This is an optimization exercise on Yosys and OpenROAD, whose aim is small area, a short achievable clock period and few clock cycles, not a production implementation. Only simulation tests tie the RTL to the original design; equivalence was not proved. Power figures rest on the tool's default switching activity, not on a simulated workload.

===== flow/config.mk =====
export PLATFORM = sky130hd
export DESIGN_NAME = alu_muldiv
export DESIGN_NICKNAME = alu_muldiv
export VERILOG_FILES = /design/flow/design.v
export SDC_FILE = /design/flow/constraint.sdc
export NUM_CORES = 4
export LEC_CHECK = 0
export CAP_MARGIN = 20
export CORE_MARGIN = 2
export CORE_UTILIZATION = 40
export PLACE_DENSITY = 0.72
export SLEW_MARGIN = 20

===== flow/constraint.sdc =====
create_clock -name core_clock -period 12.0 [get_ports {clk}]
set_input_delay 2.4000 -clock core_clock [delete_from_list [all_inputs] [get_ports {clk}]]
set_output_delay 2.4000 -clock core_clock [all_outputs]
set_load 0.01 [all_outputs]

===== flow/design.v =====
package alu_pkg;
  localparam int unsigned OP_W = 5;
  typedef enum logic [OP_W-1:0] {
    ALU_ADD    = 5'b00000,
    ALU_SUB    = 5'b00001,
    ALU_AND    = 5'b00010,
    ALU_OR     = 5'b00011,
    ALU_XOR    = 5'b00100,
    ALU_SLT    = 5'b00101,
    ALU_SLTU   = 5'b00110,
    ALU_SLL    = 5'b00111,
    ALU_SRL    = 5'b01000,
    ALU_SRA    = 5'b01011,
    ALU_LUI    = 5'b01111,
    ALU_MUL    = 5'b10000,
    ALU_MULH   = 5'b10001,
    ALU_MULHSU = 5'b10010,
    ALU_MULHU  = 5'b10011,
    ALU_DIV    = 5'b10100,
    ALU_DIVU   = 5'b10101,
    ALU_REM    = 5'b10110,
    ALU_REMU   = 5'b10111
  } alu_op_e;
  typedef enum logic [1:0] {
    IDLE = 2'd0,
    MUL  = 2'd1,
    DIV  = 2'd2
  } alu_state_e;
  function automatic logic is_mext(input logic [OP_W-1:0] op);
    is_mext = op[4:3] == 2'b10;
  endfunction
  function automatic logic is_div(input logic [OP_W-1:0] op);
    is_div = op[4:2] == 3'b101;
  endfunction
endpackage
module div_unit #(
  parameter int unsigned LEN = 32
) (
  input  logic [LEN-1:0]         x,
  output logic [$clog2(LEN):0]   lz
);
  localparam int unsigned LW = $clog2(LEN);
  logic [LEN-1:0] v [LW+1];
  logic [LW-1:0]  c [LW+1][LEN];
  always_comb begin
    for (int i = 0; i < LEN; i++) begin
      v[0][i] = x[i];
      c[0][i] = '0;
    end
    for (int l = 1; l <= LW; l++) begin
      for (int i = 0; i < (LEN >> l); i++) begin
        v[l][i] = v[l-1][2*i+1] | v[l-1][2*i];
        c[l][i] = '0;
        for (int k = 0; k < l - 1; k++)
          c[l][i][k] = v[l-1][2*i+1] ? c[l-1][2*i+1][k] : c[l-1][2*i][k];
        c[l][i][l-1] = ~v[l-1][2*i+1];
      end
      for (int i = (LEN >> l); i < LEN; i++) begin
        v[l][i] = 1'b0;
        c[l][i] = '0;
      end
    end
    lz = v[LW][0] ? {1'b0, c[LW][0]} : ($clog2(LEN)+1)'(LEN);
  end
endmodule
module alu_muldiv #(
  parameter int unsigned LEN = 32
) (
  input  logic            clk,
  input  logic            rst_n,
  input  logic            flush,
  input  logic            req_valid,
  output logic            req_ready,
  input  logic [alu_pkg::OP_W-1:0] alu_ctrl,
  input  logic [LEN-1:0]  aluop1,
  input  logic [LEN-1:0]  aluop2,
  output logic            resp_valid,
  output logic [LEN-1:0]  aluout,
  output logic            zero
);
  localparam int unsigned SHAMT_W = $clog2(LEN);
  localparam int unsigned K       = 12;            
  localparam int unsigned ND      = K / 2;         
  localparam int unsigned NSTEP   = 3;
  localparam int unsigned W       = LEN + 17;      
  localparam int unsigned DW      = LEN + 2;       
  localparam int unsigned CW      = SHAMT_W + 1;
  logic                     v_q;         
  logic [alu_pkg::OP_W-1:0] op_q;
  logic [LEN-1:0]           a_q, b_q;    
  logic                     sub_q;
  logic                     busy_q;      
  logic m_f1, m_f2, m_dit, m_post;    
  logic m_mul;
  logic [CW-1:0]            cnt;
  logic                     mo_div, mo_rem, mo_lo, mo_e0, mo_e1;
  logic                     e0_q, e1_q;  
  logic [W-1:0]             acc_s, acc_c;
  logic [LEN-1:0]           pq;          
  logic [5:0]               e_one, e_two, e_neg;   
  logic [1:0]               cout_q;      
  logic                     nlast_q;     
  logic                     asg_q;       
  logic                     asx_q;       
  logic                     smul_q;      
  logic                     sexd_q;      
  logic                     bsg_q;       
  logic                     q_neg, r_neg;
  logic [SHAMT_W:0]         lza_q, lzb_q;    
  logic                     bz_q;            
  logic                     h_v;
  logic                     res_v;
  logic [LEN-1:0]           res;
  logic                     r_v, nrdy_q;
  logic [alu_pkg::OP_W-1:0] r_ctrl;
  logic [LEN-1:0]           r_a, r_b;
  logic accept_c, move_c, r_v_n;
  assign accept_c = req_valid & ~nrdy_q & ~flush;
  logic r_div_c, acc_busy_n;
  assign r_div_c  = r_ctrl[4:2] == 3'b101;
  assign move_c   = r_v & ~busy_q & ~(r_div_c & acc_busy_n);
  logic mext_q, div_q, mul_q;
  assign mext_q = op_q[4:3] == 2'b10;
  assign div_q  = mext_q & op_q[2];
  assign mul_q  = mext_q & ~op_q[2];
  logic in_sub_c, in_sll_c, in_mul_c, in_div_c, in_bsg_c, in_e0_c, in_e1_c;
  logic in_sa_c, in_sb_c, e0a_c, e1a_c, e0b_c, e1b_c, in_swap_c;
  logic [LEN-1:0] in_mb_c;
  logic [LEN-1:0] in_a_c;
  always_comb begin
    in_sub_c = (r_ctrl == 5'b00001) || (r_ctrl == 5'b00101) || (r_ctrl == 5'b00110);
    in_sll_c = r_ctrl == 5'b00111;
    in_mul_c = r_ctrl[4:2] == 3'b100;
    in_div_c = r_ctrl[4:2] == 3'b101;
    in_sa_c  = r_ctrl[1:0] != 2'b11;
    in_sb_c  = ~r_ctrl[1];
    e0a_c = &{in_sa_c & r_a[LEN-1], r_a[LEN-1:K-1]} | ~|{in_sa_c & r_a[LEN-1], r_a[LEN-1:K-1]};
    e1a_c = &{in_sa_c & r_a[LEN-1], r_a[LEN-1:2*K-1]} | ~|{in_sa_c & r_a[LEN-1], r_a[LEN-1:2*K-1]};
    e0b_c = &{in_sb_c & r_b[LEN-1], r_b[LEN-1:K-1]} | ~|{in_sb_c & r_b[LEN-1], r_b[LEN-1:K-1]};
    e1b_c = &{in_sb_c & r_b[LEN-1], r_b[LEN-1:2*K-1]} | ~|{in_sb_c & r_b[LEN-1], r_b[LEN-1:2*K-1]};
    in_swap_c = in_mul_c & ((e0a_c & ~e0b_c) | (e1a_c & ~e1b_c));
    in_mb_c   = in_swap_c ? r_a : r_b;
    in_bsg_c  = in_swap_c ? (in_sa_c & r_a[LEN-1]) : (in_sb_c & r_b[LEN-1]);
    in_e0_c   = in_swap_c ? e0a_c : e0b_c;
    in_e1_c   = in_swap_c ? e1a_c : e1b_c;
    for (int i = 0; i < LEN; i++) in_a_c[i] = in_sll_c ? r_a[LEN-1-i] : in_swap_c ? r_b[i] : r_a[i];
  end
  logic m_free, ex, ex_base, ex_mul, ex_div, mlast, dlast;
  always_comb begin
    m_mul   = m_f1 | m_f2;
    m_free  = ~m_mul & ~m_dit;
    ex      = v_q & m_free;
    ex_base = ex & ~mext_q;
    ex_mul  = ex & mul_q;
    ex_div  = ex & div_q;
    mlast   = (ex_mul & e0_q) | (m_f1 & e1_q) | m_f2;
    dlast   = m_dit & (cnt[CW-1:1] == '0);
  end
  logic [LEN+1:0]  sum_c;
  logic            lt_c, ltu_c, b31_c;
  logic [LEN-1:0]  sh_out_c, sll_c;
  logic [LEN-1:0]  base_c;
  always_comb begin
    sum_c = {1'b0, a_q, 1'b1} + {1'b0, b_q, sub_q};
    b31_c = b_q[LEN-1] ^ sub_q;
    ltu_c = ~sum_c[LEN+1];
    lt_c  = (a_q[LEN-1] ^ b31_c) ? a_q[LEN-1] : sum_c[LEN];
    sh_out_c = LEN'($signed({op_q[3] & op_q[0] & a_q[LEN-1], a_q}) >>> b_q[SHAMT_W-1:0]);
    for (int i = 0; i < LEN; i++) sll_c[i] = sh_out_c[LEN-1-i];
    case (op_q)
      5'b00000, 5'b00001: base_c = sum_c[LEN:1];
      5'b00010: base_c = a_q & b_q;
      5'b00011: base_c = a_q | b_q;
      5'b00100: base_c = a_q ^ b_q;
      5'b00101: base_c = LEN'(lt_c);
      5'b00110: base_c = LEN'(ltu_c);
      5'b00111: base_c = sll_c;
      5'b01000, 5'b01011: base_c = sh_out_c;
      5'b01111: base_c = b_q;
      default:  base_c = '0;
    endcase
  end
  function automatic logic [W-1:0] csa_s(input logic [W-1:0] x, y, z);
    csa_s = x ^ y ^ z;
  endfunction
  function automatic logic [W-1:0] csa_c(input logic [W-1:0] x, y, z);
    csa_c = ((x & y) | (x & z) | (y & z)) << 1;
  endfunction
  function automatic logic [17:0] booth_enc(input logic [K-1:0] b, input logic lo);
    logic [5:0] one, two, neg;
    for (int j = 0; j < ND; j++) begin
      logic h, m, l;
      h = b[2*j+1];
      m = b[2*j];
      l = (j == 0) ? lo : b[2*j-1];
      one[j] = m ^ l;
      two[j] = h ? (~m & ~l) : (m & l);
      neg[j] = h;
    end
    booth_enc = {neg, two, one};
  endfunction
  logic [LEN+1:0]    ma_c;
  logic [K-1:0]      nb_c;
  logic [17:0]       in_enc_c, nx_enc_c;
  logic [W-1:0]      row_c [ND];
  logic [ND-1:0]     neg_c;
  logic [W-1:0]      sin_c, cin_c;
  logic [W-1:0]      sa1, ca1, sa2, ca2, sb1, cb1, sb2, cb2, sc1, cc1, s4, c4;
  logic [K+1:0]      chunk_c;
  always_comb begin
    in_enc_c = in_swap_c ? booth_enc(r_a[K-1:0], 1'b0) : booth_enc(r_b[K-1:0], 1'b0);
    nb_c = b_q[2*K-1:K];
    if (m_f1) nb_c[K-1:LEN-2*K] = {(3*K-LEN){bsg_q}};
    nx_enc_c = booth_enc(nb_c, b_q[K-1]);
    ma_c  = {{2{asx_q}}, a_q};
    sin_c = m_mul ? W'($signed(acc_s) >>> K) : '0;
    cin_c = m_mul ? W'($signed(acc_c) >>> K) : '0;
    for (int j = 0; j < ND; j++) begin
      logic [LEN+1:0] m;
      m = ({(LEN+2){e_one[j]}} & ma_c) | ({(LEN+2){e_two[j]}} & {ma_c[LEN:0], 1'b0});
      m = m ^ {(LEN+2){e_neg[j]}};
      neg_c[j] = e_neg[j];
      row_c[j] = W'({{(W-LEN-2){m[LEN+1]}}, m} << (2*j));
    end
    for (int j = 0; j < ND - 1; j++) row_c[j+1][2*j] = neg_c[j];
    sa1 = csa_s(row_c[0], row_c[1], row_c[2]);
    ca1 = csa_c(row_c[0], row_c[1], row_c[2]);
    sa2 = csa_s(row_c[3], row_c[4], row_c[5]);
    ca2 = csa_c(row_c[3], row_c[4], row_c[5]);
    sb1 = csa_s(sa1, ca1, sa2);
    cb1 = csa_c(sa1, ca1, sa2);
    sb2 = csa_s(ca2, sin_c, cin_c);
    cb2 = csa_c(ca2, sin_c, cin_c);
    sc1 = csa_s(sb1, cb1, sb2);
    cc1 = csa_c(sb1, cb1, sb2);
    s4  = csa_s(sc1, cc1, cb2);
    c4  = csa_c(sc1, cc1, cb2);
    chunk_c = (K+2)'(acc_s[K-1:0]) + (K+2)'(acc_c[K-1:0]) + (K+2)'({nlast_q, 10'b0}) + (K+2)'(cout_q);
  end
  logic               mg_sgn_c, mg_an_c, mg_bn_c;
  logic [LEN-1:0]     mg_a_c, mg_b_c, amag_c, bmag_c;
  logic [CW-1:0]      lza_c, lzb_c;
  logic [CW:0]        dsh_c;
  logic               dfast_c;
  logic [DW+1:0]      xa_c, xb_c, xc_c, xs_c, xk_c;
  logic [DW+2:0]      xt_c;
  logic               last1_c, g3_c, g2_c, g1_c;
  logic [1:0]         qd_c;
  logic [DW-1:0]      rn_c;
  always_comb begin
    mg_sgn_c  = ~r_ctrl[0];
    mg_a_c    = r_a;
    mg_b_c    = r_b;
    mg_an_c   = mg_sgn_c & mg_a_c[LEN-1];
    mg_bn_c   = mg_sgn_c & mg_b_c[LEN-1];
    amag_c    = mg_an_c ? -mg_a_c : mg_a_c;
    bmag_c    = mg_bn_c ? -mg_b_c : mg_b_c;
    dsh_c     = {1'b0, lzb_q} - {1'b0, lza_q};
    dfast_c   = bz_q | dsh_c[CW];
    xa_c      = {2'b0, acc_s[DW-1:0]} - {3'b0, acc_c[DW-1:1]};
    xb_c      = {2'b0, acc_s[DW-1:0]} - {2'b0, acc_c[DW-1:0]};
    xs_c      = {2'b0, acc_s[DW-1:0]} ^ ~{2'b0, acc_c[DW-1:0]} ^ ~{3'b0, acc_c[DW-1:1]};
    xk_c      = (({2'b0, acc_s[DW-1:0]} & ~{2'b0, acc_c[DW-1:0]}) |
                 ({2'b0, acc_s[DW-1:0]} & ~{3'b0, acc_c[DW-1:1]}) |
                 (~{2'b0, acc_c[DW-1:0]} & ~{3'b0, acc_c[DW-1:1]})) << 1;
    xt_c      = {xs_c, 1'b1} + {xk_c[DW+1:1], 1'b1, 1'b1};
    xc_c      = xt_c[DW+2:1];
    last1_c   = cnt == '0;
    g3_c      = ~last1_c & ~xc_c[DW+1];
    g2_c      = ~xb_c[DW+1] & (last1_c | xc_c[DW+1]);
    g1_c      = ~last1_c & ~xa_c[DW+1] & xb_c[DW+1];
    qd_c      = last1_c ? {1'b0, g2_c} : {g3_c | g2_c, g3_c | g1_c};
    rn_c      = ({DW{g3_c}} & xc_c[DW-1:0]) | ({DW{g2_c}} & xb_c[DW-1:0]) |
                ({DW{g1_c}} & xa_c[DW-1:0]) | ({DW{~(g3_c | g2_c | g1_c)}} & acc_s[DW-1:0]);
  end
  div_unit #(.LEN(LEN)) u_lza (.x(mg_a_c ^ {LEN{mg_an_c}}), .lz(lza_c));
  div_unit #(.LEN(LEN)) u_lzb (.x(mg_b_c ^ {LEN{mg_bn_c}}), .lz(lzb_c));
  logic [LEN-1:0] dx_c, post_c;
  logic [W-1:0]   tot_c, ext_c;
  always_comb begin
    ext_c = '0;
    ext_c[10]  = nlast_q;
    ext_c[1:0] = cout_q;
    tot_c  = acc_s + acc_c + ext_c;
    dx_c   = mo_rem ? acc_s[LEN-1:0] : pq;
    if (mo_div) post_c = (mo_rem ? r_neg : q_neg) ? -dx_c : dx_c;
    else if (mo_e0) post_c = mo_lo ? tot_c[LEN-1:0] : {{(2*LEN-W){tot_c[W-1]}}, tot_c[W-1:LEN]};
    else if (mo_e1) post_c = mo_lo ? {tot_c[LEN-K-1:0], pq[LEN-1:LEN-K]} : {{(2*LEN+K-W){tot_c[W-1]}}, tot_c[W-1:LEN-K]};
    else post_c = mo_lo ? {tot_c[7:0], pq[LEN-1:8]} : tot_c[LEN+7:8];
  end
  logic           r1_c, r2_c;
  logic [LEN-1:0] r2val_c, out_c;
  always_comb begin
    r1_c    = m_post;
    r2_c    = ex_base | (ex_div & dfast_c);
    r2val_c = mext_q ? (op_q[1] ? a_q : {LEN{bz_q}}) : base_c;
    out_c = h_v ? pq : r1_c ? post_c : r2val_c;
  end
  logic v_n, m_mul_n, m_dit_n, m_free_n, mul_n, div_n, ex_n, hold_n, e0_n, busy_n, accb2_n, rdiv_n;
  logic [CW-1:0] cnt_n;
  always_comb begin
    v_n      = move_c | (v_q & ~ex);
    acc_busy_n = smul_q | m_dit | (sexd_q & ~dfast_c);
    mul_n    = move_c ? in_mul_c : mul_q;
    div_n    = move_c ? in_div_c : div_q;
    e0_n     = move_c ? in_e0_c : e0_q;
    m_mul_n  = (ex_mul & ~e0_q) | (m_f1 & ~e1_q);
    m_dit_n  = (ex_div & ~dfast_c) | (m_dit & ~dlast);
    r_v_n    = accept_c | (r_v & ~move_c);
    m_free_n = ~m_mul_n & ~m_dit_n;
    ex_n     = v_n & m_free_n;
    hold_n   = (ex_mul & ~e0_q & ~e1_q) | (ex_n & mul_n & ~e0_n);
    busy_n   = hold_n | (v_n & ~ex_n);
    accb2_n  = (ex_n & mul_n) | m_mul_n | m_dit_n | (ex_n & div_n);
    rdiv_n   = accept_c ? (alu_ctrl[4:2] == 3'b101) : r_div_c;
  end
  always_ff @(posedge clk or negedge rst_n) begin
    if (!rst_n) begin
      m_f1       <= 1'b0;
      m_f2       <= 1'b0;
      m_dit      <= 1'b0;
      m_post     <= 1'b0;
      req_ready  <= 1'b1;
      nrdy_q     <= 1'b0;
      r_v        <= 1'b0;
      busy_q     <= 1'b0;
      resp_valid <= 1'b0;
      res_v      <= 1'b0;
      v_q        <= 1'b0;
      h_v        <= 1'b0;
      smul_q     <= 1'b0;
      sexd_q     <= 1'b0;
      cnt        <= '0;
    end else begin
      res_v      <= (h_v | r1_c | r2_c) & ~flush;
      resp_valid <= res_v & ~flush;
      h_v        <= ((h_v & r2_c) | (r1_c & r2_c)) & ~flush;
      if (flush) begin
        m_f1      <= 1'b0;
        m_f2      <= 1'b0;
        m_dit     <= 1'b0;
        m_post    <= 1'b0;
        v_q       <= 1'b0;
        smul_q    <= 1'b0;
        sexd_q    <= 1'b0;
        req_ready <= 1'b1;
        nrdy_q    <= 1'b0;
        r_v       <= 1'b0;
        busy_q    <= 1'b0;
      end else begin
        v_q       <= v_n;
        smul_q    <= (ex_n & mul_n) | m_mul_n;
        sexd_q    <= ex_n & div_n;
        m_f1      <= ex_mul & ~e0_q;
        m_f2      <= m_f1 & ~e1_q;
        m_dit     <= m_dit_n;
        m_post    <= mlast | dlast;
        r_v       <= r_v_n;
        req_ready <= ~r_v_n | ~(busy_n | (rdiv_n & accb2_n));
        nrdy_q    <= r_v_n & (busy_n | (rdiv_n & accb2_n));
        busy_q    <= busy_n;
        if (ex_div) cnt <= dsh_c[CW-1:0];
        else if (m_dit) cnt <= cnt - CW'(2);
      end
    end
  end
  always_ff @(posedge clk) begin
    if (!nrdy_q) begin
      r_ctrl <= alu_ctrl;
      r_a    <= aluop1;
      r_b    <= aluop2;
    end
    if (!busy_q) begin
      op_q  <= r_ctrl;
      a_q   <= in_a_c;
      b_q   <= in_sub_c ? ~r_b : in_mb_c;
      sub_q <= in_sub_c;
      bsg_q <= in_bsg_c;
      asg_q <= in_swap_c ? in_sb_c : in_sa_c;
      asx_q <= in_swap_c ? (in_sb_c & r_b[LEN-1]) : (in_sa_c & r_a[LEN-1]);
      e0_q  <= in_e0_c;
      e1_q  <= in_e1_c;
      {e_neg, e_two, e_one} <= in_enc_c;
    end else if (ex_mul || m_mul) begin
      b_q   <= {{K{1'b0}}, b_q[LEN-1:K]};
      {e_neg, e_two, e_one} <= nx_enc_c;
    end
    res    <= out_c;
    aluout <= res;
    zero   <= res == '0;
    if (ex && mext_q) begin
      mo_div <= div_q;
      mo_rem <= op_q[1];
      mo_lo  <= op_q[1:0] == 2'b00;
      mo_e0  <= e0_q;
      mo_e1  <= e1_q;
    end
    if (m_dit) begin
      acc_s <= W'(rn_c);
      acc_c <= W'(acc_c[DW-1:0] >> 2);
      pq    <= (cnt == '0) ? {pq[LEN-2:0], qd_c[0]} : {pq[LEN-3:0], qd_c};
    end else if (smul_q) begin
      acc_s   <= s4;
      acc_c   <= c4;
      pq      <= {chunk_c[K-1:0], pq[LEN-1:K]};
      nlast_q <= neg_c[ND-1];
      cout_q  <= m_mul ? chunk_c[K+1:K] : 2'b00;
    end else begin
      if (sexd_q && !dfast_c) begin
        acc_c <= W'(acc_c[DW-1:0] << dsh_c[CW-1:0]);
        pq    <= '0;
      end else if (move_c && !acc_busy_n) begin
        acc_s <= W'(amag_c);
        acc_c <= W'(bmag_c);
        q_neg <= mg_an_c ^ mg_bn_c;
        r_neg <= mg_an_c;
        lza_q <= lza_c - CW'(mg_an_c);
        lzb_q <= lzb_c;
        bz_q  <= lzb_c[CW-1] & ~mg_bn_c;
      end
      if (r2_c && (r1_c || h_v)) pq <= r2val_c;
    end
  end
endmodule

===== flow/flow/run.sh =====
#!/bin/bash
# Own flow: the standard layout (standard.sh: unchanged synthesis, floorplan, placement, CTS,
# routing) with the same SDC and clock period. Two settings differ from the defaults:
#  - timing repair is asked to leave a larger setup margin, so the resizer keeps working on paths
#    shorter than the clock period;
#  - every input and output port still gets its own buffer, but a plain buf_4 rather than the
#    delay-style buffer the resizer picks by default.
# ORFS writes each step's full log under orfs/logs/; make's own output goes to standard.log.
set -euo pipefail
export SETUP_SLACK_MARGIN=8
export BUFFER_PORTS_ARGS="-buffer_cell sky130_fd_sc_hd__buf_4"
bash standard.sh > standard.log 2>&1

===== flow/standard.sh =====
#!/bin/bash
# synth_recipe.tcl (not shown) runs the flow's synth.tcl, then flattens the netlist and writes it again
# the make line also repeats each setting of config.mk as NAME=value (left out here)
make -C /OpenROAD-flow-scripts/flow DESIGN_CONFIG=/design/flow/config.mk WORK_HOME=/design/flow/orfs CLKGATE_MAP_FILE= SYNTH_SCRIPT=/design/flow/synth_recipe.tcl "${@:-finish}"

==> reports/results.tsv, run 1 <==
metric	value	unit
CP max stage delay	490	ps
Post-synth EDFFs	282	
clk slew on worst S/H paths	70	ps
register area share after synthesis	0.2117	
Vias/cell	6.705	
Layout Nets	6824	
CP max FO	4	
Clock Latency Late Sink	700	ps
CP Launch Type	flip-flop	
Setup crit start	acc_c[1]	
worst-margin pin slew	1220	ps
largest net degree at the start of global routing	70	
CTS tree	built	
Synth area leader	edfxtp_1	
footprint of the multi-input gates	38890	um^2
Top delay family on crit path	compound AO/OA/AOI/OAI gates	
Comb power frac	0.725	
# DRC	0	
vias in the first global route	49110	
clock power share	0.126	
status	complete, no violations	
Rel. slew slack	0.1790	
final hold vios	0	
worst r2r src	acc_c[1]	
sequential share of power	0.148	
CP dominant cell by count	buf_6	
r2r setup slk	7550	ps
via count	52750	
crit path max-delay cell type	fa_1	
htree depth	2	
Starting Density	0.4024	
Die H	361.9	um
power per cell area	222.7	nW/um^2
Avg WL per Cell	31.97	um
share of layout cells above drive strength 1	0.1738	
Synth top area share	0.1652	
Max Slew Vio Count	0	
internal power	0.006374	W
area grow syn2layout	16.46	%
Clock Root Buffer	clkbuf_16	
Sw Pwr	0.006920	W
crit-path cells	buf_6, fa_1, ha_2, inv_2, fa_2, nand2b_4, a21o_4, a211o_4, buf_12, a211oi_4, buf_4, o21ai_4, o21ai_2, xor2_2, buf_6, a21oi_2, o31a_1, a222oi_1	
unrepaired setup endpoints after global routing	yes	
most common cell after layout, fill and taps aside	nand2_1	
syn avg cell area	8.395	um^2
die span in x	361.9	um
max cap viols	0	
number of buffers created by CTS	50	
RD Place Congestion	1.048	
synth unique cells	105	
initial antenna violation count	12	
CP endpoint	res[9]	
Design Area, Final	59680	um^2
Max IR drop VDD	0.1809	mV
worst path required time	12580	ps
Sw Share	0.5205	
most frequent cells in the layout	587 x nand2_1, 419 x inv_1, 416 x a21oi_1	
Mapped Area	51250	um^2
Min-Delay Path Class	flip-flop to flip-flop	
CP Buf/Inv Count	5	
Final period util	0.3711	
GR Overflow Total	0	
stages on the worst setup path	18	
PortBufs	107	
Total Neg Setup Slack	0	ps
leakage power	24.62	nW
Mapped Cells	6105	
number of fill cells	12100	
Max clock buf depth	3	
fmax	224.6	MHz
WS Path Type	flip-flop to flip-flop	
clk_skew	57.43	ps
CORE AREA	127400	um^2
reg2reg end	res[9]	
main area contributors after synthesis	edfxtp_1 17%, fa_1 11%, ha_1 7.9%, xnor2_1 4.4%, nand2_1 4.4%	
die area	131000	um^2
GRT Total Usage	0.3693	
ANT nets after route	0	
DRT Wirelength	251500	um
Tot Pwr	0.01329	W
register area	10860	um^2
CP Data Arrival Time	5030	ps
Synth Net Count	6773	
post-DP HPWL	187400	um
IO Pins	108	
placed cell area	53230	um^2
Setup violations, final	0	
first-pass GRT wire length	355400	um
CP endpoint kind	flip-flop	
clock sink count	396	
initial drt markers	8392	
Main synth FF type	edfxtp_1	
Synth async-reset ratio	0.05051	
reg2reg path depth	18	
DRT Pass-1 Iters	9	
post-synthesis register bit count	396	
yosys warns	5	
Tmin final	4453	ps
row count	131	
-- final cells by class --
class | count | share of cell area
Inverter | 462 | 0.02981
Multi-Input combinational cell | 4759 | 0.6517
Clock inverter | 36 | 0.006897
Clock buffer | 57 | 0.02229
Tap cell | 1662 | 0.03484
Sequential cell | 396 | 0.1819
Timing Repair Buffer | 487 | 0.07216
Antenna cell | 9 | 0.0003774
-- metal layers --
| layer | GRT usage | up-vias | wire [um] |
|---|---|---|---|
| met3 | 0.1224 | 892 | 34780 |
| met5 | 0 | - | 72 |
| met1 | 0.4753 | 25530 | 93420 |
| met2 | 0.5307 | 4064 | 102500 |
| met4 | 0.2312 | 12 | 20690 |
| li1 | - | 22250 | - |
-- worst min-delay path by stage --
| stage | startpoint | endpoint | slack, ps | depth (start not counted) |
|---|---|---|---|---|
| 6_report | res[12] | aluout[12] | 350 | 0 |
| 5_1_grt | res[13] | aluout[13] | 350 | 0 |
| 4_1_cts | res[13] | aluout[13] | 350 | 0 |
| 3_5_place_dp | res[25] | aluout[25] | 340 | 0 |
| 3_3_place_gp | res[6] | aluout[6] | 340 | 0 |
| 2_1_floorplan | res[16] | aluout[16] | 330 | 0 |
-- state kept, by name, indices dropped and copies added (netlist names), 32 cells and up --
register  count
acc_s        46
r_a          32
acc_c        49
res          32
a_q          32
r_b          32
pq           32
aluout       32
b_q          32
-- Yosys cell counts (82+ instances only) --
| cell type | number |
|---|---|
| nor3_1 | 133 |
| nor2_1 | 377 |
| fa_1 | 273 |
| nand3_1 | 99 |
| a22oi_1 | 236 |
| xor2_1 | 179 |
| nand2_1 | 598 |
| inv_1 | 449 |
| edfxtp_1 | 282 |
| ha_1 | 322 |
| xnor2_1 | 259 |
| a21o_1 | 82 |
| a21oi_1 | 446 |
| mux2i_1 | 193 |
| dfxtp_1 | 94 |
| clkbuf_1 | 424 |
| o21ai_0 | 372 |
-- power groups by stage --
| stage | combinational, W | sequential (W) | clock [W] |
|---|---|---|---|
| 3_3_place_gp | 0.00775 | 0.00207 | 0 |
| 2_1_floorplan | 0.00531 | 0.00184 | 0 |
| 4_1_cts | 0.00859 | 0.00196 | 0.00168 |
| 6_report | 0.00964 | 0.00197 | 0.00168 |
| 3_5_place_dp | 0.00784 | 0.00208 | 0 |
| 5_1_grt | 0.0103 | 0.00198 | 0.00173 |
-- timing repair --
action,in CTS,in global routing
hold buffers,0,0
resized for setup,248,286
endpoints found under the setup margin,242,150
pin swaps,55,91
buffers inserted,179,73
cloned,5,4
-- cells by family (layout without fill, tap and decap cells) --
kind of cell / after synthesis / count (layout) / synth area share
AO/OA/AOI/OAI: 1889 / 1889 / 0.2462
multiplexers: 294 / 294 / 0.07256
flip-flops: 396 / 396 / 0.2117
adder cells (fa/ha/maj): 595 / 595 / 0.1853
buffers and inverters: 954 / 1042 / 0.07197
XOR/XNOR: 438 / 438 / 0.07485
other: 0 / 9 / 0
AND/OR/NAND/NOR: 1539 / 1543 / 0.1375
-- stage by stage --
stage	hold slack [ps]	setup WS (ps)	utilization	cells
6_report	346.9	7547	0.4686	7868
5_1_grt	351.1	7475	0.4685	7860
2_1_floorplan	331.1	8005	-	6105
3_5_place_dp	338.0	6793	0.4180	7505
4_1_cts	345.9	7596	0.4532	7782
3_3_place_gp	338.5	6304	0.4179	7503
Testbench counts, summed over its fixed seeds: cycles 26,164.
==> run 2: changes to the inputs <==
--- a/flow/flow/run.sh
+++ b/flow/flow/run.sh
@@ -7,6 +7,6 @@
 #    delay-style buffer the resizer picks by default.
 # ORFS writes each step's full log under orfs/logs/; make's own output goes to standard.log.
 set -euo pipefail
-export SETUP_SLACK_MARGIN=8
+export SETUP_SLACK_MARGIN=7.5
 export BUFFER_PORTS_ARGS="-buffer_cell sky130_fd_sc_hd__buf_4"
 bash standard.sh > standard.log 2>&1
==> run 2 against run 1 <==
Compared with the run above: cell count down 2.3%; largest power group unchanged; sequential share of layout area increased by 1.1 points; highest routed layer unchanged; critical endpoint is now res[15]; total power is 9.7% lower; critical path depth shrank 3.
==> reports/results.tsv, run 2 <==
metric	value	unit	change
hold_sp	res[22]		was res[12]
Main synth FF type	edfxtp_1		unchanged
die area	131000	um^2	unchanged
most common library cells after synthesis	598 x nand2_1, 449 x inv_1, 446 x a21oi_1, 424 x clkbuf_1, 377 x nor2_1		unchanged
worst-margin pin slew	1222	ps	was 1220 ps
synth unique cells	105		unchanged
met1 Resource Use GR	0.4602		was 0.4753
CP Data Arrival Time	5050	ps	was 5030 ps
Most Crowded Layer GR	met2		unchanged
register area share after synthesis	0.2117		unchanged
initial antenna violation count	16		was 12
crit path max-delay cell type	or4b_4		was fa_1
Vias/cell	6.743		was 6.705
GR Overflow Total	0		unchanged
most common cell after layout, fill and taps aside	nand2_1		unchanged
CTS tree	built		unchanged
final hold vios	0		unchanged
met3 usage in global routing	0.1003		was 0.1224
Top delay family on crit path	compound AO/OA/AOI/OAI gates		unchanged
Synth Net Count	6773		unchanged
Mapped Area	51250	um^2	unchanged
die span in x	361.9	um	unchanged
simple-gate area share of the yosys netlist	0.1375		unchanged
Die H	361.9	um	unchanged
via count	51810		was 52750
reg2reg path depth	15		was 18
clk slew on worst S/H paths	70	ps	about the same
Final period util	0.3757		was 0.3711
Max IR drop VDD	0.1444	mV	was 0.1809 mV
top-count cell post-synth	nand2_1		unchanged
largest net degree at the start of global routing	70		unchanged
worst path required time	12540	ps	was 12580 ps
GRT Total Usage	0.3615		was 0.3693
row count	131		unchanged
max cap viols	0		unchanged
# hold bufs at CTS	0		unchanged
worst r2r src	acc_c[1]		unchanged
post-DP HPWL	187200	um	was 187400 um
Synth area leader	edfxtp_1		unchanged
DRT Wirelength	244500	um	was 251500 um
status	complete, no violations		unchanged
Min-Delay Path Class	flip-flop to flip-flop		unchanged
most frequent cells in the layout	593 x nand2_1, 437 x a21oi_1, 436 x inv_1		was 587 x nand2_1, 419 x inv_1, 416 x a21oi_1
max FFs per register	49		unchanged
number of fill cells	12400		was 12100
yosys warns	5		unchanged
crit-path cells	buf_6, fa_1, ha_2, inv_2, fa_2, nand2b_4, a21o_4, a211o_4, nand2_4, nand4_1, a2111oi_4, o41ai_4, or4b_4, nand4_1, a21oi_2		was buf_6, fa_1, ha_2, inv_2, fa_2, nand2b_4, a21o_4, a211o_4, buf_12, a211oi_4, buf_4, o21ai_4, o21ai_2, xor2_2, buf_6, a21oi_2, o31a_1, a222oi_1
unrepaired setup endpoints after global routing	yes		unchanged
htree depth	2		unchanged
number of buffers created by CTS	51		was 50
footprint of the multi-input gates	37370	um^2	was 38890 um^2
Max Slew Vio Count	0		unchanged
register with the most flip-flops	acc_c		unchanged
fmax	221.8	MHz	was 224.6 MHz
Rel. slew slack	0.1778		was 0.1790
DRT Pass-1 Iters	8		was 9
Setup violations, final	0		unchanged
IO Pins	108		unchanged
Largest regs	acc_c (49), acc_s (46)		unchanged
Avg WL per Cell	31.82	um	was 31.97 um
Clock Root Buffer	clkbuf_16		unchanged
CP max FO	4		unchanged
XOR/XNOR Fraction of Synth Area	0.07485		unchanged
WS Path Type	flip-flop to flip-flop		unchanged
Post-synth EDFFs	282		unchanged
first-pass GRT wire length	348900	um	was 355400 um
CP Buf/Inv Count	2		was 5
CORE AREA	127400	um^2	unchanged
clk_skew	29.53	ps	was 57.43 ps
Starting Density	0.4024		unchanged
Layout Nets	6642		was 6824
Max clock buf depth	3		unchanged
post-synthesis register bit count	396		unchanged
clock sink count	396		unchanged
hold worst-path end	aluout[22]		was aluout[12]
reg2reg end	res[15]		was res[9]
Synth async-reset ratio	0.05051		unchanged
share of layout cells above drive strength 1	0.1115		was 0.1738
largest family of logic cells by synthesized area	compound AO/OA/AOI/OAI gates		unchanged
final core occ	0.4416		was 0.4686
CP max stage delay	580	ps	was 490 ps
post-synthesis compound-gate area fraction	0.2462		unchanged
Clock Latency Late Sink	670	ps	was 700 ps
CP Launch Type	flip-flop		unchanged
fraction of synthesized area in multiplexers	0.07256		unchanged
main area contributors after synthesis	edfxtp_1 17%, fa_1 11%, ha_1 7.9%, xnor2_1 4.4%, nand2_1 4.4%		unchanged
Tmin final	4508	ps	was 4453 ps
Synth top area share	0.1652		unchanged
vias in the first global route	49170		was 49110
syn avg cell area	8.395	um^2	unchanged
ANT nets after route	0		unchanged
hold path depth	0		unchanged
r2r setup slk	7490	ps	was 7550 ps
CP dominant cell by count	nand4_1		was buf_6
CP endpoint kind	flip-flop		unchanged
register area	10860	um^2	about the same
# DRC	0		unchanged
global-route met2 utilization	0.5450		was 0.5307
area grow syn2layout	9.749	%	was 16.46%
initial drt markers	7977		was 8392
Mapped Cells	6105		unchanged
Total Neg Setup Slack	0	ps	unchanged
RD Place Congestion	1.111		was 1.048
PortBufs	107		unchanged
power per cell area	213.3	nW/um^2	was 222.7 nW/um^2
Tot Pwr	0.01200	W	was 0.01329 W
Post-Synth Adder-Cell Area	0.1853		unchanged
leakage power	23.28	nW	was 24.62 nW
==> run 2: cell counts after synthesis <==
No cell type changed its count.
==> run 2: final cells by class <==
cell class	instances	share of cell area
repair buffers	308	0.04431
clock inverters	33	0.005317
diodes	5	0.0002225
flip-flops and latches	396	0.1930
well taps	1662	0.03697
multi-input cells	4755	0.6644
clock buffers	63	0.02460
inverters	462	0.03110
==> run 2: cells by family after synthesis <==
group           count (synthesis)
compound gates               1889
flops                         396
buf+inv                       954
xor+xnor                      438
mux                           294
simple gates                 1539
fa+ha+maj                     595
==> run 2: metrics by stage <==
step	worst slack (ps)	instances	instance area [um^2]	hold WS (ps)
3_5_place_dp	6635	7520	53340	340.1
6_report	7492	7684	56250	354.0
3_3_place_gp	6697	7518	53310	336.1
4_1_cts	7496	7642	55430	353.2
5_1_grt	7377	7680	56240	360.8
2_1_floorplan	7766	6105	51250	331.1
==> run 2: worst reg2reg max path, cell delays in order, from the launching register on <==
cell and delay [ps]:
edfxtp_1 390, buf_6 150, fa_1 530, ha_2 190, inv_2 40, fa_2 360
nand2b_4 160, a21o_4 240, a211o_4 380, nand2_4 100, nand4_1 240, a2111oi_4 570
o41ai_4 170, or4b_4 580, nand4_1 200, a21oi_2 80
==> run 2: worst max-delay path by stage <==
| stage | from | endpoint | slack [ps] | cells after the start |
|---|---|---|---|---|
| after floorplan | lzb_q[0] | acc_c[37] | 7770 | 16 |
| after global placement | b_q[3] | pq[31] | 6700 | 13 |
| after detailed placement | b_q[3] | pq[31] | 6640 | 13 |
| after CTS | b_q[1] | pq[31] | 7500 | 13 |
| after global routing | acc_c[3] | acc_s[16] | 7380 | 14 |
| final | acc_c[1] | res[15] | 7490 | 15 |
==> run 2: where the power goes <==
| part | leakage, nW | internal [W] | switching, W |
|---|---|---|---|
| Combinational | 18.6 | 0.00317 | 0.00519 |
| Sequential | 3.88 | 0.00169 | 0.000350 |
| Clock | 0.828 | 0.000894 | 0.000717 |
| Total | 23.3 | 0.00575 | 0.00625 |
==> run 2: layer usage <==
layer  up-vias  wire length (um)
met5         -               141
met4        20             19140
met3       926             32080
met2      3982            103200
met1     25020             89960
li1      21870                 -
==> run 2: repair_timing <==
| action | CTS | global route |
|---|---|---|
| endpoints found under the setup margin | 81 | 102 |
| pin swaps | 2 | 22 |
| buffers inserted | 26 | 36 |
| gates resized for setup | 36 | 100 |
| gates cloned | 0 | 1 |
==> run 3: changes to the inputs <==
--- a/flow/flow/run.sh
+++ b/flow/flow/run.sh
@@ -7,6 +7,6 @@
 #    delay-style buffer the resizer picks by default.
 # ORFS writes each step's full log under orfs/logs/; make's own output goes to standard.log.
 set -euo pipefail
-export SETUP_SLACK_MARGIN=7.5
+export SETUP_SLACK_MARGIN=7.75
 export BUFFER_PORTS_ARGS="-buffer_cell sky130_fd_sc_hd__buf_4"
 bash standard.sh > standard.log 2>&1
--- a/flow/config.mk
+++ b/flow/config.mk
@@ -8,5 +8,5 @@
 export CAP_MARGIN = 20
 export CORE_MARGIN = 2
 export CORE_UTILIZATION = 40
-export PLACE_DENSITY = 0.72
+export PLACE_DENSITY = 0.8
 export SLEW_MARGIN = 20
==> run 3 against run 2 <==
Compared with the run above: now fails the layout checks on capacitance limit, slew limit; sequential share of layout area is 0.69 points lower; register-to-register slack gained 90 ps; sequential power fell by 4%; worst hold slack worse by 9.8 ps; via count is 1.6% higher; combinational power grew 19%; critical endpoint is now res[5]; global-route usage rose by 2.9 points; die area is the same; critical path type unchanged; clock skew is 61 ps higher; setup slack gained 86 ps; utilization is 1.7 points higher.
==> reports/results.tsv, run 3 <==
metric	value	unit	change
vias in the first global route	49050		was 49170
Total Neg Setup Slack	0	ps	unchanged
fmax	226.1	MHz	was 221.8 MHz
area grow syn2layout	13.86	%	was 9.749%
most frequent cells in the layout	593 x nand2_1, 419 x a21oi_1, 416 x inv_1		was 593 x nand2_1, 437 x a21oi_1, 436 x inv_1
die span in x	361.9	um	unchanged
Setup violations, final	0		unchanged
Rel. slew slack	-0.01934		was 0.1778
number of buffers created by CTS	52		was 51
Synth async-reset ratio	0.05051		unchanged
yosys warns	5		unchanged
Max IR drop VDD	0.2379	mV	was 0.1444 mV
power per cell area	233.3	nW/um^2	was 213.3 nW/um^2
CTS tree	built		unchanged
Min-Delay Path Class	flip-flop to flip-flop		unchanged
Clock Latency Late Sink	720	ps	was 670 ps
Layout Nets	6774		was 6642
IO Pins	108		unchanged
max FFs per register	49		unchanged
status	complete, but fails checks		was complete, no violations
CP max stage delay	490	ps	was 580 ps
Synth Net Count	6773		unchanged
post-synthesis register bit count	396		unchanged
CORE AREA	127400	um^2	unchanged
Synth top area share	0.1652		unchanged
number of fill cells	12460		was 12400
most common cell after layout, fill and taps aside	nand2_1		unchanged
Mapped Area	51250	um^2	unchanged
worst path required time	12500	ps	was 12540 ps
htree depth	2		unchanged
initial antenna violation count	17		was 16
Largest regs	acc_c (49), acc_s (46)		unchanged
leakage power	24.18	nW	was 23.28 nW
register with the most flip-flops	acc_c		unchanged
CP Launch Type	flip-flop		unchanged
largest net degree at the start of global routing	80		was 70
GRT Total Usage	0.3910		was 0.3615
r2r setup slk	7580	ps	was 7490 ps
main area contributors after synthesis	edfxtp_1 17%, fa_1 11%, ha_1 7.9%, xnor2_1 4.4%, nand2_1 4.4%		unchanged
ANT nets after route	0		unchanged
synth unique cells	105		unchanged
initial drt markers	8348		was 7977
first-pass GRT wire length	370300	um	was 348900 um
GR Overflow Total	0		unchanged
Synth area leader	edfxtp_1		unchanged
clock sink count	396		unchanged
Final period util	0.3685		was 0.3757
Cells after DPL	7517		was 7520
Die H	361.9	um	unchanged
worst-margin pin slew	1513	ps	was 1222 ps
final hold vios	0		unchanged
# DRC	0		unchanged
PortBufs	107		unchanged
Design Area, Final	58350	um^2	was 56250 um^2
Post-synth EDFFs	282		unchanged
syn avg cell area	8.395	um^2	unchanged
unrepaired setup endpoints after global routing	yes		unchanged
most common library cells after synthesis	598 x nand2_1, 449 x inv_1, 446 x a21oi_1, 424 x clkbuf_1, 377 x nor2_1		unchanged
Mapped Cells	6105		unchanged
layout check faults	capacitance limit, slew limit		
Starting Density	0.4024		unchanged
Max Slew Vio Count	3		was 0
CP max FO	3		was 4
Main synth FF type	edfxtp_1		unchanged
Avg WL per Cell	34.01	um	was 31.82 um
Non-Filler Instances	7812		was 7684
register area share after synthesis	0.2117		unchanged
Max clock buf depth	3		unchanged
crit-path cells	buf_6, fa_1, ha_2, inv_2, fa_2, nand2b_4, a21o_1, a211o_1, buf_6, a211oi_4, o211ai_1, and2_4, nor3_4, nor3_2, buf_4, a221oi_4, o221ai_4		was buf_6, fa_1, ha_2, inv_2, fa_2, nand2b_4, a21o_4, a211o_4, nand2_4, nand4_1, a2111oi_4, o41ai_4, or4b_4, nand4_1, a21oi_2
post-DP HPWL	198700	um	was 187200 um
clk_skew	90.35	ps	was 29.53 ps
die area	131000	um^2	unchanged
crit path max-delay cell type	fa_1		was or4b_4
max cap viols	1		was 0
Vias/cell	6.741		was 6.743
Clock Root Buffer	clkbuf_16		unchanged
Tmin final	4422	ps	was 4508 ps
row count	131		unchanged
RD Place Congestion	1.059		was 1.111
DRT Pass-1 Iters	7		was 8
clk slew on worst S/H paths	70	ps	about the same
WHS	344.2	ps	was 354.0 ps
share of layout cells above drive strength 1	0.1556		was 0.1115
DRT Wirelength	265700	um	was 244500 um
CP dominant cell by count	buf_6		was nand4_1
WS Path Type	flip-flop to flip-flop		unchanged
final core occ	0.4582		was 0.4416
CP endpoint kind	flip-flop		unchanged
CP Data Arrival Time	4930	ps	was 5050 ps
via count	52660		was 51810
top-count cell post-synth	nand2_1		unchanged
placed cell area	53330	um^2	was 53340 um^2
[run 3: layout make-up]
| class | count | area, um^2 | share of cell area |
|---|---|---|---|
| multi-input cells | 4761 | 38330 | 0.6568 |
| well taps | 1662 | 2079 | 0.03564 |
| flip-flops and latches | 396 | 10860 | 0.1861 |
| inverters | 462 | 1757 | 0.03010 |
| clock buffers | 60 | 1394 | 0.02389 |
| repair buffers | 433 | 3482 | 0.05967 |
| diodes | 1 | 2.502 | 0.00004288 |
| clock inverters | 37 | 452.9 | 0.007762 |
[run 3: critical path, delay by kind of cell, from the launching register on]
family / cells / cell delay [ps]
buffers and inverters: 4 / 510
adders and majority gates: 3 / 1090
and+or+nand+nor: 4 / 620
AOI/OAI and AO/OA: 6 / 1560
DFF: 1 / 430
[run 3: what timing repair did]
action | in CTS | in global routing
gates cloned | 6 | 2
pin swaps | 42 | 60
resized for setup | 182 | 178
setup buffers | 107 | 82
hold buffers | 0 | 0
endpoints found under the setup margin | 152 | 150
[run 3: power by group]
part,switching (W),internal [W],leakage (nW)
sequential,0.000276,0.00169,3.88
clock,0.000750,0.000995,0.906
combinational,0.00625,0.00366,19.4
[run 3: path summary, 6_finish.rpt]
path / from / end / cells after the start
worst max-delay path: acc_c[1] / res[5] / 17
worst min-delay path: res[1] / aluout[1] / 0
worst max register to register: acc_c[1] / res[5] / 17
worst min register to register: res[1] / aluout[1] / 0
max in group asynchronous: rst_n / req_ready / 1
min in group asynchronous: rst_n / m_dit / 1
[run 3: kinds of logic (layout without fill, tap and decap cells)]
| group | count (synthesis) | count (layout) | synth area share |
|---|---|---|---|
| DFF | 396 | 396 | 0.2117 |
| muxes | 294 | 294 | 0.07256 |
| and+or+nand+nor | 1539 | 1545 | 0.1375 |
| xor gates and xnor gates | 438 | 438 | 0.07485 |
| other | 0 | 1 | 0 |
| adders and majority gates | 595 | 595 | 0.1853 |
| buffers and inverters | 954 | 992 | 0.07197 |
| AOI/OAI and AO/OA | 1889 | 1889 | 0.2462 |
[run 3: layer usage]
layer / track usage / wire length, um / vias up
met3: 0.09820 / 32530 / 904
met2: 0.5671 / 109000 / 3846
met5: 0 / 128 / -
met1: 0.5099 / 100300 / 25740
met4: 0.2676 / 23740 / 14
li1: - / - / 22160
[run 3: metrics by stage]
stage                     setup slack [ps]  power, W
after floorplan                       7766  0.007150
after global placement                5559   0.01072
after detailed placement              6575   0.01074
after CTS                             7655   0.01294
after global routing                  7538   0.01419
final                                 7578   0.01361
==> run 4: changes to the inputs <==
--- a/flow/config.mk
+++ b/flow/config.mk
@@ -8,5 +8,6 @@
 export CAP_MARGIN = 20
 export CORE_MARGIN = 2
 export CORE_UTILIZATION = 40
-export PLACE_DENSITY = 0.8
+export PLACE_DENSITY = 0.72
 export SLEW_MARGIN = 20
+export TNS_END_PERCENT = 30
==> run 4 against run 3 <==
Compared with the run above: the run now finishes clean; routed wire length shrank 7.0%; sequential power grew 3%; fmax fell by 0.62%; die area stayed put; register-to-register slack worse by 30 ps; global-route usage down 2.7 points; cell count fell by 0.45%; utilization decreased by 0.80 points; sequential cell count stayed put; area after synthesis unchanged; setup slack worse by 28 ps; critical path type unchanged.
==> reports/results.tsv, run 4 <==
metric	value	unit	change
IO Pins	108		unchanged
post-synthesis compound-gate area fraction	0.2462		unchanged
Design Area, Final	57330	um^2	was 58350 um^2
share of layout cells above drive strength 1	0.1336		was 0.1556
register with the most flip-flops	acc_c		unchanged
GR Overflow Total	0		unchanged
max cap viols	0		was 1
Final period util	0.3708		was 0.3685
fraction of synthesized area in multiplexers	0.07256		unchanged
Synth area leader	edfxtp_1		unchanged
synth unique cells	105		unchanged
Post-Synth Adder-Cell Area	0.1853		unchanged
most frequent cells in the layout	592 x nand2_1, 435 x a21oi_1, 418 x inv_1		was 593 x nand2_1, 419 x a21oi_1, 416 x inv_1
via count	52310		was 52660
area grow syn2layout	11.86	%	was 13.86%
Largest regs	acc_c (49), acc_s (46)		unchanged
vias in the first global route	49470		was 49050
# DRC	0		unchanged
dpl ws	6635	ps	was 6575 ps
initial drt markers	7978		was 8348
XOR/XNOR Fraction of Synth Area	0.07485		unchanged
Max IR drop VDD	0.1475	mV	was 0.2379 mV
post-DP HPWL	187200	um	was 198700 um
simple-gate area share of the yosys netlist	0.1375		unchanged
Total Neg Setup Slack	0	ps	unchanged
Vias/cell	6.727		was 6.741
Tmin final	4450	ps	was 4422 ps
post-synthesis register bit count	396		unchanged
first-pass GRT wire length	351000	um	was 370300 um
Post-synth EDFFs	282		unchanged
clk slew on worst S/H paths	70	ps	about the same
worst-margin pin slew	1212	ps	was 1513 ps
yosys warns	5		unchanged
row count	131		unchanged
PortBufs	107		unchanged
number of fill cells	12310		was 12460
die span in x	361.9	um	unchanged
top-count cell post-synth	nand2_1		unchanged
DRT Pass-1 Iters	9		was 7
main area contributors after synthesis	edfxtp_1 17%, fa_1 11%, ha_1 7.9%, xnor2_1 4.4%, nand2_1 4.4%		unchanged
register area share after synthesis	0.2117		unchanged
leakage power	23.78	nW	was 24.18 nW
DRT Wirelength	247100	um	was 265700 um
Avg WL per Cell	31.77	um	was 34.01 um
Synth top area share	0.1652		unchanged
Rel. slew slack	0.1919		was -0.01934
WS Path Type	flip-flop to flip-flop		unchanged
htree depth	2		unchanged
Layout Nets	6732		was 6774
unrepaired setup endpoints after global routing	yes		unchanged
most common cell after layout, fill and taps aside	nand2_1		unchanged
max FFs per register	49		unchanged
largest net degree at the start of global routing	70		was 80
worst path required time	12550	ps	was 12500 ps
Starting Density	0.4024		unchanged
ANT nets after route	0		unchanged
# hold bufs at CTS	0		unchanged
most common library cells after synthesis	598 x nand2_1, 449 x inv_1, 446 x a21oi_1, 424 x clkbuf_1, 377 x nor2_1		unchanged
Max clock buf depth	3		unchanged
CP Launch Type	flip-flop		unchanged
final hold vios	0		unchanged
Min-Delay Path Class	flip-flop to flip-flop		unchanged
Die H	361.9	um	unchanged
Main synth FF type	edfxtp_1		unchanged
CORE AREA	127400	um^2	unchanged
initial antenna violation count	12		was 17
number of buffers created by CTS	51		was 52
CP max FO	4		was 3
Mapped Cells	6105		unchanged
CP Data Arrival Time	5000	ps	was 4930 ps
die area	131000	um^2	unchanged
Synth Net Count	6773		unchanged
Setup violations, final	0		unchanged
fmax	224.7	MHz	was 226.1 MHz
syn avg cell area	8.395	um^2	unchanged
placed cell area	53340	um^2	was 53330 um^2
Mapped Area	51250	um^2	unchanged
clock sink count	396		unchanged
CTS tree	built		unchanged
Clock Root Buffer	clkbuf_16		unchanged
status	complete, no violations		was complete, but fails checks
final core occ	0.4501		was 0.4582
power per cell area	213.3	nW/um^2	was 233.3 nW/um^2
CP endpoint kind	flip-flop		unchanged
Synth async-reset ratio	0.05051		unchanged
largest family of logic cells by synthesized area	compound AO/OA/AOI/OAI gates		unchanged
RD Place Congestion	1.111		was 1.059
clk_skew	37.13	ps	was 90.35 ps
Setup WS post-layout	7550	ps	was 7578 ps
GRT Total Usage	0.3636		was 0.3910
Max Slew Vio Count	0		was 3
Clock Latency Late Sink	680	ps	was 720 ps
[run 4: final cells by class]
cell class	count	area, um^2	share of cell area
multi-input combinational	4755	37600	0.6559
sequential	396	10860	0.1894
timing repair buffer	398	3317	0.05786
clock inverter	33	299.0	0.005216
antenna	8	20.02	0.0003492
clock buffer	63	1384	0.02414
inverter	462	1772	0.03090
tap	1662	2079	0.03627
[run 4: final timing paths]
path | from | end | cells past startpoint | slack (ps)
max | acc_c[1] | res[15] | 15 | 7550
min | res[22] | aluout[22] | 0 | 350
max reg2reg | acc_c[1] | res[15] | 15 | 7550
min reg2reg | res[22] | aluout[22] | 0 | 350
max in group asynchronous | rst_n | smul_q | 1 | 10060
min in group asynchronous | rst_n | cnt[3] | 1 | 1640
[run 4: cells by family after synthesis]
group           after synthesis
flops                       396
xor+xnor                    438
buf+inv                     954
simple gates               1539
mux                         294
compound gates             1889
fa+ha+maj                   595
[run 4: critical path: stages (launching register included)]
cell and delay, ps:
edfxtp_1 390, buf_6 150, fa_1 560, ha_2 190, inv_2 40, fa_2 360
nand2b_4 150, a21o_1 200, a211o_1 360, nand2_2 140, nand4_1 250, a2111oi_4 550
o41ai_4 170, or4b_4 530, nand4_1 200, a21oi_2 80
[run 4: power by group]
group | internal, W | total (W) | switching [W]
logic | 0.00329 | 0.00861 | 0.00531
registers | 0.00169 | 0.00201 | 0.000320
clock network | 0.000894 | 0.00162 | 0.000722
total | 0.00587 | 0.0122 | 0.00636
[run 4: metrics by stage]
stage / cells / hold slack (ps) / total power [W]
floorplan: 6105 / 331.1 / 0.007150
global placement: 7518 / 336.1 / 0.009757
detailed placement: 7520 / 340.1 / 0.009915
CTS: 7679 / 353.2 / 0.01170
global route: 7770 / 360.8 / 0.01300
finish: 7777 / 353.0 / 0.01223
[run 4: layer usage]
layer	routed length, um	GRT usage	up-vias	share of wire
met2	105100	0.5488	4018	0.43
met5	91	0	-	0.00037
met4	18850	0.2156	14	0.076
met3	32470	0.1073	918	0.13
li1	-	-	22060	-
met1	90570	0.4591	25300	0.37
[run 4: timing repair]
action | 4_1_cts | 5_1_grt
gates cloned | 0 | 4
endpoints found under the setup margin | 137 | 163
buffers inserted | 63 | 86
pin swaps | 14 | 32
resized for setup | 97 | 138
==> run 5: changes to the inputs <==
--- a/flow/config.mk
+++ b/flow/config.mk
@@ -10,4 +10,4 @@
 export CORE_UTILIZATION = 40
 export PLACE_DENSITY = 0.72
 export SLEW_MARGIN = 20
-export TNS_END_PERCENT = 30
+export TNS_END_PERCENT = 60
==> run 5 against run 4 <==
Compared with the run above: clock power is essentially flat; clock skew is essentially flat; combinational power grew 2%; via count grew 0.31%; cell count grew 0.39%; sequential share of layout area shrank 0.17 points; clock-buffer cell count is the same; utilization grew 0.40 points; sequential cell count is the same; highest routed layer unchanged; worst hold slack is essentially flat; fmax grew 0.94%; still clean on timing, DRC and antenna; global-route usage is essentially flat.
==> reports/results.tsv, run 5 <==
metric	value	unit	change
status	complete, no violations		unchanged
ANT nets after route	0		unchanged
DRT Wirelength	247900	um	was 247100 um
Clock Latency Late Sink	680	ps	about the same
# DRC	0		unchanged
final core occ	0.4541		was 0.4501
post-DP HPWL	187200	um	unchanged
Rel. slew slack	0.2024		was 0.1919
clock sink count	396		unchanged
synth unique cells	105		unchanged
Sw Share	0.5192		was 0.5199
GR Overflow Total	0		unchanged
register area share after synthesis	0.2117		unchanged
Top delay family on crit path	compound AO/OA/AOI/OAI gates		unchanged
first-pass GRT wire length	351500	um	was 351000 um
post-synthesis register bit count	396		unchanged
Starting Density	0.4024		unchanged
Synth async-reset ratio	0.05051		unchanged
CP max stage delay	550	ps	was 560 ps
most frequent cells in the layout	589 x nand2_1, 429 x a21oi_1, 419 x inv_1		was 592 x nand2_1, 435 x a21oi_1, 418 x inv_1
CP Launch Type	flip-flop		unchanged
clock power share	0.130		was 0.132
PortBufs	107		unchanged
final hold vios	0		unchanged
row count	131		unchanged
Final period util	0.3674		was 0.3708
Setup violations, final	0		unchanged
Comb power frac	0.708		was 0.704
clk_skew	37.52	ps	was 37.13 ps
Tot Pwr	0.01239	W	was 0.01223 W
most common cell after layout, fill and taps aside	nand2_1		unchanged
main area contributors after synthesis	edfxtp_1 17%, fa_1 11%, ha_1 7.9%, xnor2_1 4.4%, nand2_1 4.4%		unchanged
GRT Total Usage	0.3641		was 0.3636
max cap viols	0		unchanged
CORE AREA	127400	um^2	unchanged
Total Neg Setup Slack	0	ps	unchanged
most common library cells after synthesis	598 x nand2_1, 449 x inv_1, 446 x a21oi_1, 424 x clkbuf_1, 377 x nor2_1		unchanged
Vias/cell	6.721		was 6.727
CP endpoint kind	flip-flop		unchanged
leakage power	23.97	nW	was 23.78 nW
Largest regs	acc_c (49), acc_s (46)		unchanged
CTS tree	built		unchanged
Synth top area share	0.1652		unchanged
Synth Net Count	6773		unchanged
CP max FO	4		unchanged
Mapped Area	51250	um^2	unchanged
Min-Delay Path Class	flip-flop to flip-flop		unchanged
worst path required time	12550	ps	about the same
CP Buf/Inv Count	4		was 2
register with the most flip-flops	acc_c		unchanged
Die H	361.9	um	unchanged
Mapped Cells	6105		unchanged
die span in x	361.9	um	unchanged
IO Pins	108		unchanged
Tmin final	4409	ps	was 4450 ps
Layout Nets	6763		was 6732
die area	131000	um^2	unchanged
Max Slew Vio Count	0		unchanged
sequential share of power	0.162		was 0.164
largest net degree at the start of global routing	70		unchanged
max FFs per register	49		unchanged
initial antenna violation count	12		unchanged
initial drt markers	8274		was 7978
WS Path Type	flip-flop to flip-flop		unchanged
internal power	0.005959	W	was 0.005871 W
Main synth FF type	edfxtp_1		unchanged
DRT Pass-1 Iters	10		was 9
via count	52470		was 52310
number of buffers created by CTS	51		unchanged
fmax	226.8	MHz	was 224.7 MHz
Sw Pwr	0.006435	W	was 0.006357 W
Max IR drop VDD	0.1468	mV	was 0.1475 mV
yosys warns	5		unchanged
Max clock buf depth	3		unchanged
vias in the first global route	49460		was 49470
syn avg cell area	8.395	um^2	unchanged
power per cell area	214.3	nW/um^2	was 213.3 nW/um^2
clk slew on worst S/H paths	60	ps	was 70 ps
Synth area leader	edfxtp_1		unchanged
Avg WL per Cell	31.75	um	was 31.77 um
RD Place Congestion	1.111		unchanged
Clock Root Buffer	clkbuf_16		unchanged
top-count cell post-synth	nand2_1		unchanged
CP dominant cell by count	buf_4		was nand4_1
htree depth	2		unchanged
crit-path cells	buf_6, fa_1, ha_2, inv_2, fa_2, nand2b_4, a21o_1, a211o_4, nand2_4, nand4_1, a2111oi_4, buf_4, o21ai_1, nand3_4, buf_4, mux2i_1, a21oi_1		was buf_6, fa_1, ha_2, inv_2, fa_2, nand2b_4, a21o_1, a211o_1, nand2_2, nand4_1, a2111oi_4, o41ai_4, or4b_4, nand4_1, a21oi_2
Post-synth EDFFs	282		unchanged
worst-margin pin slew	1192	ps	was 1212 ps
CP Data Arrival Time	4960	ps	was 5000 ps
unrepaired setup endpoints after global routing	yes		unchanged
area grow syn2layout	12.86	%	was 11.86%
share of layout cells above drive strength 1	0.1447		was 0.1336
crit path max-delay cell type	fa_1		unchanged
run 5: cell counts after synthesis:
Identical to the previous run, type by type.
run 5: power groups by stage:
| stage | Clock (W) | Sequential (W) | Combinational (W) |
|---|---|---|---|
| global placement | 0 | 0.00208 | 0.00768 |
| detailed placement | 0 | 0.00208 | 0.00784 |
| global route | 0.00166 | 0.00201 | 0.00949 |
| CTS | 0.00161 | 0.00201 | 0.00812 |
| floorplan | 0 | 0.00184 | 0.00531 |
| finish | 0.00161 | 0.00201 | 0.00877 |
run 5: cells by family after synthesis:
| family | share of synthesized area |
|---|---|
| compound gates | 0.2462 |
| xor+xnor | 0.07485 |
| fa+ha+maj | 0.1853 |
| buf+inv | 0.07197 |
| flops | 0.2117 |
| mux | 0.07256 |
| simple gates | 0.1375 |
run 5: final timing paths:
path,start,end,slack [ps],cells past startpoint
max,acc_c[1],res[7],7590,17
min,res[22],aluout[22],350,0
max reg2reg,acc_c[1],res[7],7590,17
min reg2reg,res[22],aluout[22],350,0
max in group asynchronous,rst_n,smul_q,10050,1
min in group asynchronous,rst_n,cnt[3],1640,1
run 5: area by class of cell:
| type | instances | area [um^2] |
|---|---|---|
| clock buffer | 63 | 1384 |
| multi-input combinational | 4755 | 37870 |
| antenna | 7 | 17.52 |
| inverter | 462 | 1769 |
| clock inverter | 33 | 299.0 |
| tap | 1662 | 2079 |
| sequential | 396 | 10860 |
| fill | 12280 | 69520 |
| timing repair buffer | 429 | 3562 |
run 5: worst reg2reg max path, delay by kind of cell (launching register included):
kind,cells,cell delay (ps)
buffers and inverters,4,520
adders and majority gates,3,1100
muxes,1,60
and+or+nand+nor,4,650
DFF,1,390
AOI/OAI and AO/OA,5,1570
run 5: timing repair:
item	4_1_cts	5_1_grt
pin swaps	20	44
gates cloned	0	5
setup endpoints to repair	137	133
hold buffers	0	0
resized for setup	130	162
hold endpoints to repair	0	0
buffers inserted	77	102
run 5: metrics by stage:
stage / instances / hold slack (ps) / worst slack, ps / area (um^2)
after floorplan: 6105 / 331.1 / 7766 / 51250
after global placement: 7518 / 336.1 / 6697 / 53310
after detailed placement: 7520 / 340.1 / 6635 / 53340
after CTS: 7693 / 353.2 / 7561 / 56200
after global routing: 7801 / 360.8 / 7544 / 57820
final: 7807 / 353.3 / 7591 / 57840
run 5: metal layers:
metal	track usage	up-vias	wire (um)	part of all wire
met3	0.1041	927	33660	0.14
met2	0.5469	4130	105000	0.42
met4	0.2202	16	19380	0.078
li1	-	22110	-	-
met1	0.4623	25290	89770	0.36
met5	0	-	113	0.00046
==> run 6: changes to the inputs <==
--- a/flow/config.mk
+++ b/flow/config.mk
@@ -10,4 +10,3 @@
 export CORE_UTILIZATION = 40
 export PLACE_DENSITY = 0.72
 export SLEW_MARGIN = 20
-export TNS_END_PERCENT = 60
==> run 6 against run 5 <==
Compared with the run above: still clean on timing, DRC and antenna; total power shrank 0.34%; register-to-register slack improved by 50 ps; non-clock buffer count decreased by 16; sequential share of layout area increased by 0.064 points; first-iteration DRC count is 1.6% higher; setup slack improved by 52 ps; synthesized cell count unchanged; largest power group unchanged.
==> reports/results.tsv, run 6 <==
metric	value	unit	change
vias in the first global route	49480		was 49460
unrepaired setup endpoints after global routing	yes		unchanged
post-DP HPWL	187200	um	unchanged
IO Pins	108		unchanged
via count	52680		was 52470
clock sink count	396		unchanged
largest family of logic cells by synthesized area	compound AO/OA/AOI/OAI gates		unchanged
worst-margin pin slew	1226	ps	was 1192 ps
post-synthesis compound-gate area fraction	0.2462		unchanged
Setup violations, final	0		unchanged
clk slew on worst S/H paths	60	ps	about the same
area grow syn2layout	12.47	%	was 12.86%
Total Neg Setup Slack	0	ps	unchanged
CP Launch Type	flip-flop		unchanged
worst path required time	12550	ps	about the same
Tmin final	4356	ps	was 4409 ps
Final period util	0.3630		was 0.3674
Vias/cell	6.760		was 6.721
Synth area leader	edfxtp_1		unchanged
Mapped Cells	6105		unchanged
CP endpoint kind	flip-flop		unchanged
Setup WS post-layout	7644	ps	was 7591 ps
# DRC	0		unchanged
register with the most flip-flops	acc_c		unchanged
most frequent cells in the layout	593 x nand2_1, 427 x a21oi_1, 417 x inv_1		was 589 x nand2_1, 429 x a21oi_1, 419 x inv_1
final core occ	0.4526		was 0.4541
DRT Wirelength	248300	um	was 247900 um
CORE AREA	127400	um^2	unchanged
register area	10860	um^2	unchanged
most common library cells after synthesis	598 x nand2_1, 449 x inv_1, 446 x a21oi_1, 424 x clkbuf_1, 377 x nor2_1		unchanged
RD Place Congestion	1.111		unchanged
Clock Latency Late Sink	680	ps	about the same
Max Slew Vio Count	0		unchanged
Starting Density	0.4024		unchanged
final hold vios	0		unchanged
fraction of synthesized area in multiplexers	0.07256		unchanged
XOR/XNOR Fraction of Synth Area	0.07485		unchanged
yosys warns	5		unchanged
first-pass GRT wire length	351500	um	about the same
DRT Pass-1 Iters	7		was 10
footprint of the multi-input gates	37830	um^2	was 37870 um^2
Max IR drop VDD	0.1482	mV	was 0.1468 mV
GR Overflow Total	0		unchanged
leakage power	23.87	nW	was 23.97 nW
Synth Net Count	6773		unchanged
syn avg cell area	8.395	um^2	unchanged
# hold bufs at CTS	0		unchanged
synth unique cells	105		unchanged
top-count cell post-synth	nand2_1		unchanged
Rel. slew slack	0.1799		was 0.2024
crit-path cells	buf_6, fa_1, ha_2, inv_2, fa_2, nand2b_4, a21o_1, a211o_4, nand2_4, nand4_1, a2111oi_4, buf_4, or4_4, nand3_4, o31ai_2, buf_4, o221ai_2		was buf_6, fa_1, ha_2, inv_2, fa_2, nand2b_4, a21o_1, a211o_4, nand2_4, nand4_1, a2111oi_4, buf_4, o21ai_1, nand3_4, buf_4, mux2i_1, a21oi_1
Largest regs	acc_c (49), acc_s (46)		unchanged
max FFs per register	49		unchanged
number of buffers created by CTS	51		unchanged
ANT nets after route	0		unchanged
number of fill cells	12290		was 12280
most common cell after layout, fill and taps aside	nand2_1		unchanged
Top delay family on crit path	compound AO/OA/AOI/OAI gates		unchanged
post-synthesis register bit count	396		unchanged
simple-gate area share of the yosys netlist	0.1375		unchanged
Max clock buf depth	3		unchanged
Layout Nets	6747		was 6763
crit path max-delay cell type	fa_1		unchanged
max cap viols	0		unchanged
Main synth FF type	edfxtp_1		unchanged
Synth top area share	0.1652		unchanged
Synth async-reset ratio	0.05051		unchanged
CP max FO	4		unchanged
main area contributors after synthesis	edfxtp_1 17%, fa_1 11%, ha_1 7.9%, xnor2_1 4.4%, nand2_1 4.4%		unchanged
initial drt markers	8409		was 8274
status	complete, no violations		unchanged
## run 6: changes by cell type in the layout (fill, tap and decap cells not counted), moves of 3 or more
cell and delta:
buf_4 -13, buf_12 -4, nand2_2 -3, nand2_1 +4, a41oi_1 +3, a41oi_2 -3
## run 6: kinds of logic (layout without fill, tap and decap cells)
family | count (synthesis) | after routing
xor+xnor | 438 | 438
compound gates | 1889 | 1889
flops | 396 | 396
fa+ha+maj | 595 | 595
simple gates | 1539 | 1539
other cells | 0 | 8
buf+inv | 954 | 971
mux | 294 | 294
## run 6: worst paths after layout
| path | cells after the start | from | slack, ps | end |
|---|---|---|---|---|
| max | 17 | acc_c[1] | 7640 | res[31] |
| min | 0 | res[22] | 350 | aluout[22] |
| max reg2reg | 17 | acc_c[1] | 7640 | res[31] |
| min reg2reg | 0 | res[22] | 350 | aluout[22] |
| max in group asynchronous | 1 | rst_n | 10070 | smul_q |
| min in group asynchronous | 1 | rst_n | 1640 | cnt[3] |
## run 6: timing repair
action / CTS / global route
endpoints found under the setup margin: 137 / 117
setup buffers: 81 / 82
resized for setup: 138 / 146
hold endpoints to repair: 0 / 0
gates cloned: 0 / 5
pin swaps: 20 / 41
## run 6: area by class of cell
class | instances | share of cell area
multi-input cells | 4755 | 0.6563
flip-flops and latches | 396 | 0.1884
repair buffers | 413 | 0.05906
well taps | 1662 | 0.03608
inverters | 462 | 0.03065
clock buffers | 63 | 0.02401
clock inverters | 33 | 0.005188
diodes | 8 | 0.0003473
## run 6: report_power, final
group	total, W	switching (W)	internal (W)
Clock	0.00161	0.000721	0.000894
Sequential	0.00200	0.000318	0.00169
Combinational	0.00873	0.00538	0.00335
Total	0.0124	0.00642	0.00593
## run 6: metal layers
metal | track usage | vias up | part of all wire
met1 | 0.4640 | 25510 | 0.36
met2 | 0.5481 | 4093 | 0.42
met4 | 0.2183 | 12 | 0.079
met3 | 0.1012 | 958 | 0.13
li1 | - | 22100 | -
met5 | 0 | - | 0.00035
## run 6: stage by stage
stage / area (um^2) / power [W] / instances / hold slack (ps)
floorplan: 51250 / 0.007150 / 6105 / 331.1
global placement: 53310 / 0.009757 / 7518 / 336.1
detailed placement: 53340 / 0.009915 / 7520 / 340.1
CTS: 56260 / 0.01174 / 7697 / 353.2
global route: 57620 / 0.01312 / 7785 / 360.8
finish: 57640 / 0.01235 / 7792 / 353.4

Check on run 6: ideal ports give 7.644 ns setup slack; a clkbuf_16 on the clock port and buf_2 on the inputs give 7.644 ns; moving port delays by the midpoint clock arrival (0.735 ns) as well gives 7.644 ns.
